Context: an optimization exercise on an open-source flow, tuned for small area, a short achievable clock period and few clock cycles per item. The choices shown serve that exercise and are no tape-out recipe.
Function was checked by simulation only, so behaviour that the tests miss may differ from the original.
Power and IR drop assume default switching activity.

// sorted_deadline_queue
module sorted_deadline_queue #(
  parameter int unsigned DEPTH          = 16,
  parameter int unsigned TICK_PERIOD_MS = 10
) (
  input  logic                       clk_i,
  input  logic                       rst_ni,
  input  logic                       cfg_we_i,
  input  logic [31:0]                cfg_wdata_i,
  input  logic                       in_valid_i,
  output logic                       in_ready_o,
  input  logic [1:0]                 opcode_i,
  input  logic [31:0]                now_tick_i,
  input  logic [31:0]                delay_ms_i,
  output logic                       out_valid_o,
  input  logic                       out_ready_i,
  output logic [31:0]                wait_ticks_o,
  output logic signed [31:0]         last_span_o,
  output logic [4:0]                 entry_count_o,
  output logic                       inserted_o,
  output logic                       overflow_o
);
  localparam int unsigned N = 16;
  ...
Settings: LEC_CHECK=0, CAP_MARGIN=20, CORE_MARGIN=2, CORE_UTILIZATION=50, PLACE_DENSITY=0.62, SETUP_SLACK_MARGIN=5, SLEW_MARGIN=20; clock period 12.0 ns.
run.sh (not shown) runs the stock make flow with config.mk's settings and CLKGATE_MAP_FILE= SYNTH_SCRIPT=/design/flow/synth_recipe.tcl, a recipe that flattens the netlist after the stock synthesis.
The first run completed with no timing, DRC or antenna violations.
Testbench counts at the start, summed over its fixed seeds: cycles 4,920, items 4,812.
Edit:
--- a/flow/design.v
+++ b/flow/design.v
@@ -278,22 +278,21 @@
   logic [11:0]       cd_i, cq_o, fq_o;
   logic [31:0]       calc_next;
   logic              vd;
   logic [1:0]        opd;
   logic [31:0]       nowd, qd;
   logic              v1;
   logic [1:0]        op1;
   logic [31:0]       now1, x1;
   logic              ve;
   logic [1:0]        ope;
-  logic [31:0]       nowe, xe;
-  logic              fb_q;        
+  logic [31:0]       xe;
   logic [N-1:0][31:0] ent;
   logic [N-1:0]      fa, fb, fe;  
   logic [N-1:0]      hd, tl, vld, mge;
   logic              v2;
   logic [1:0]        op2;
   logic [31:0]       now2;
   logic              ins2, ovf2, pw2, pr2;
   logic              v3;
   logic [31:0]       val3;
   logic              isq3, isp3, ins3, ovf3;
@@ -427,38 +426,38 @@
     if (!rst_ni) begin
       v1 <= 1'b0;
     end else if (adv) begin
       v1 <= vd;
     end
   end
   always_ff @(posedge clk_i) begin
     if (adv) begin
       op1  <= opd;
       now1 <= nowd;
-      x1   <= (opd == sdq_pkg::OP_POP) ? nowd : calc_next;
+      x1   <= (opd == sdq_pkg::OP_REQUEST) ? calc_next : nowd;
     end
   end
   logic         full;
   logic         is_req, is_pop, exec;
   logic [N-1:0] vx, stop, g, stop_i, lead, vx_i, stop_p, first_stop, fnl;
   logic         any_stop, any_lead, any_fnl, fallback, dup, ins, ovf;
   logic [N-1:0] take_next, take_left, take_hold;
   logic [N-1:0] hd_d, tl_d, vld_d, mge_d;
   logic         was_empty, ran_empty, step;
   always_comb begin
     full = &vld;
     is_req = (ope == sdq_pkg::OP_REQUEST);
     is_pop = (ope == sdq_pkg::OP_POP);
-    exec   = ve && !fb_q && !stall;
+    exec   = ve && !stall;
     vx     = vld & fa;
     stop   = vld & ~fa & ~fb;
-    g      = vld & (fa | ({N{is_pop}} & fe));
+    g      = vld & fa;
     stop_i = cinc(stop, mge);
     lead   = ~cinc(~g, mge);
     vx_i   = cinc(vx, mge);
     stop_p     = rot1(stop_i) & ~hd;
     first_stop = stop & ~stop_p;
     any_stop   = |stop;
     fnl        = ~lead & (rot1(lead) | hd);
     any_fnl    = |fnl;
     any_lead   = |lead;
     fallback = |(vx & ~lead & ~stop_i);
@@ -485,103 +484,106 @@
     end else begin
       hd_d  = hd;
       tl_d  = tl;
       vld_d = vld;
     end
     mge_d[0] = hd_d[0];
     for (int j = 1; j < N; j++) begin
       mge_d[j] = mge_d[j-1] | hd_d[j];
     end
   end
-  assign adv = !stall && !fb_q && !(ve && step);
+  assign adv = !stall && !(ve && step);
   always_ff @(posedge clk_i or negedge rst_ni) begin
     if (!rst_ni) begin
       hd   <= {{(N-1){1'b0}}, 1'b1};
       tl   <= {{(N-1){1'b0}}, 1'b1};
       vld  <= '0;
       mge  <= '1;
-      fb_q <= 1'b0;
       ve   <= 1'b0;
     end else begin
-      if (!stall) begin
-        fb_q <= exec && step;
-      end
       if (adv) begin
         ve <= v1;
       end
       if (exec) begin
         hd  <= hd_d;
         tl  <= tl_d;
         vld <= vld_d;
         mge <= mge_d;
       end
     end
   end
   always_ff @(posedge clk_i) begin
     if (adv) begin
       ope  <= op1;
-      nowe <= now1;
       xe   <= x1;
     end
   end
   logic [N-1:0][31:0] ent_d;
   always_comb begin
     for (int j = 0; j < N; j++) begin
       ent_d[j] = ({32{take_next[j]}} & xe)
                | ({32{take_left[j] & ~take_next[j]}} & ent[(j + N - 1) % N])
                | ({32{take_hold[j]}} & ent[j]);
     end
   end
   always_ff @(posedge clk_i) begin
     ent <= ent_d;
   end
   logic [31:0]  cmp_now, cmp_x;
   logic [N-1:0] ca, cb, ce;
   logic         xa, xb, xq;
+  logic         c_pop;
   always_comb begin
-    cmp_now = fb_q ? nowe : now1;
-    cmp_x   = fb_q ? xe : x1;
+    c_pop   = (op1 == sdq_pkg::OP_POP);
+    cmp_now = now1;
+    cmp_x   = x1;
     for (int j = 0; j < N; j++) begin
       logic [1:0] ra, rb;
       ra    = mcmp(ent[j], cmp_now);
       rb    = mcmp(ent[j], cmp_x);
-      ca[j] = ra[1];
+      ca[j] = ra[1] | (c_pop & ra[0]);
       cb[j] = rb[1];
       ce[j] = rb[0];
     end
     begin
       logic [1:0] ra, rb;
       ra = mcmp(xe, cmp_now);
       rb = mcmp(xe, cmp_x);
-      xa = ra[1];
+      xa = ra[1] | (c_pop & ra[0]);
       xb = rb[1];
       xq = rb[0];
     end
   end
   always_ff @(posedge clk_i) begin
     if (!stall) begin
-      fa <= ({N{xa}} & take_next) | (rot1(ca) & take_left & ~take_next) | (ca & take_hold);
-      fb <= ({N{xb}} & take_next) | (rot1(cb) & take_left & ~take_next) | (cb & take_hold);
-      fe <= ({N{xq}} & take_next) | (rot1(ce) & take_left & ~take_next) | (ce & take_hold);
+      if (ve && step) begin
+        fa <= (rot1(fa) & take_left) | (fa & take_hold);
+        fb <= (rot1(fb) & take_left) | (fb & take_hold);
+        fe <= (rot1(fe) & take_left) | (fe & take_hold);
+      end else begin
+        fa <= ({N{xa}} & take_next) | (rot1(ca) & take_left & ~take_next) | (ca & take_hold);
+        fb <= ({N{xb}} & take_next) | (rot1(cb) & take_left & ~take_next) | (cb & take_hold);
+        fe <= ({N{xq}} & take_next) | (rot1(ce) & take_left & ~take_next) | (ce & take_hold);
+      end
     end
   end
   always_ff @(posedge clk_i or negedge rst_ni) begin
     if (!rst_ni) begin
       v2 <= 1'b0;
     end else if (!stall) begin
       v2 <= exec && !step;
     end
   end
   always_ff @(posedge clk_i) begin
     if (!stall) begin
       op2  <= ope;
-      now2 <= nowe;
+      now2 <= xe;
       ins2 <= ins;
       ovf2 <= ovf;
       pw2  <= was_empty;
       pr2  <= is_pop && ran_empty;
     end
   end
   logic [N-1:0] rd_sel;
   logic [31:0]  rd_ent, rd_diff, val_d;
   logic [4:0]   n_now;
   always_comb begin
After rerunning: Fmax went up by 4.1%; worst setup slack gets better by 280 ps; first-iteration DRC count went up by 2.7%; register-to-register slack gets better by 280 ps; clock-buffer cell count went up by 1; sequential power went up by 27%; die area went up by 2.4%; non-clock buffer count went down by 4; via count went up by 4.0%; synthesized cell count went up by 5.3%; global-route usage went down by 0.67 points; power went up by 62%; sequential share of layout area went down by 1.7 points; routed wire length went up by 1.0%.
Testbench counts after the change, summed over its fixed seeds: cycles 4,920, items 4,812.

separate check: timing with driven ports:
Ports are ideal in the flow. The routed layouts listed here were re-timed in OpenROAD. Step 1 sets driving cells, clkbuf_16 on the clock port and buf_2 on the other inputs (assumed; they add their load-dependent delay and slew). Step 2, shift: input delay + t, output delay - t, t = (earliest + latest rising clock arrival at the registers) / 2. This alone moves slack from input paths to output paths. a / b / c = ideal / step 1 / step 2; a / b = the first two.
| run | shift t [ns] | setup slack, ns | pins driven straight from the clock port |
|---|---|---|---|
| the first run | 0.898 | 4.863 / 4.863 / 4.863 | 1 |
| the second run | 0.892 | 5.141 / 5.141 / 4.972 | 1 |
After both steps setup and hold are still met in every run listed. The setup slack of the second run, which loses most, moves by 0.000 ns with the drivers and by -0.169 ns with both steps.
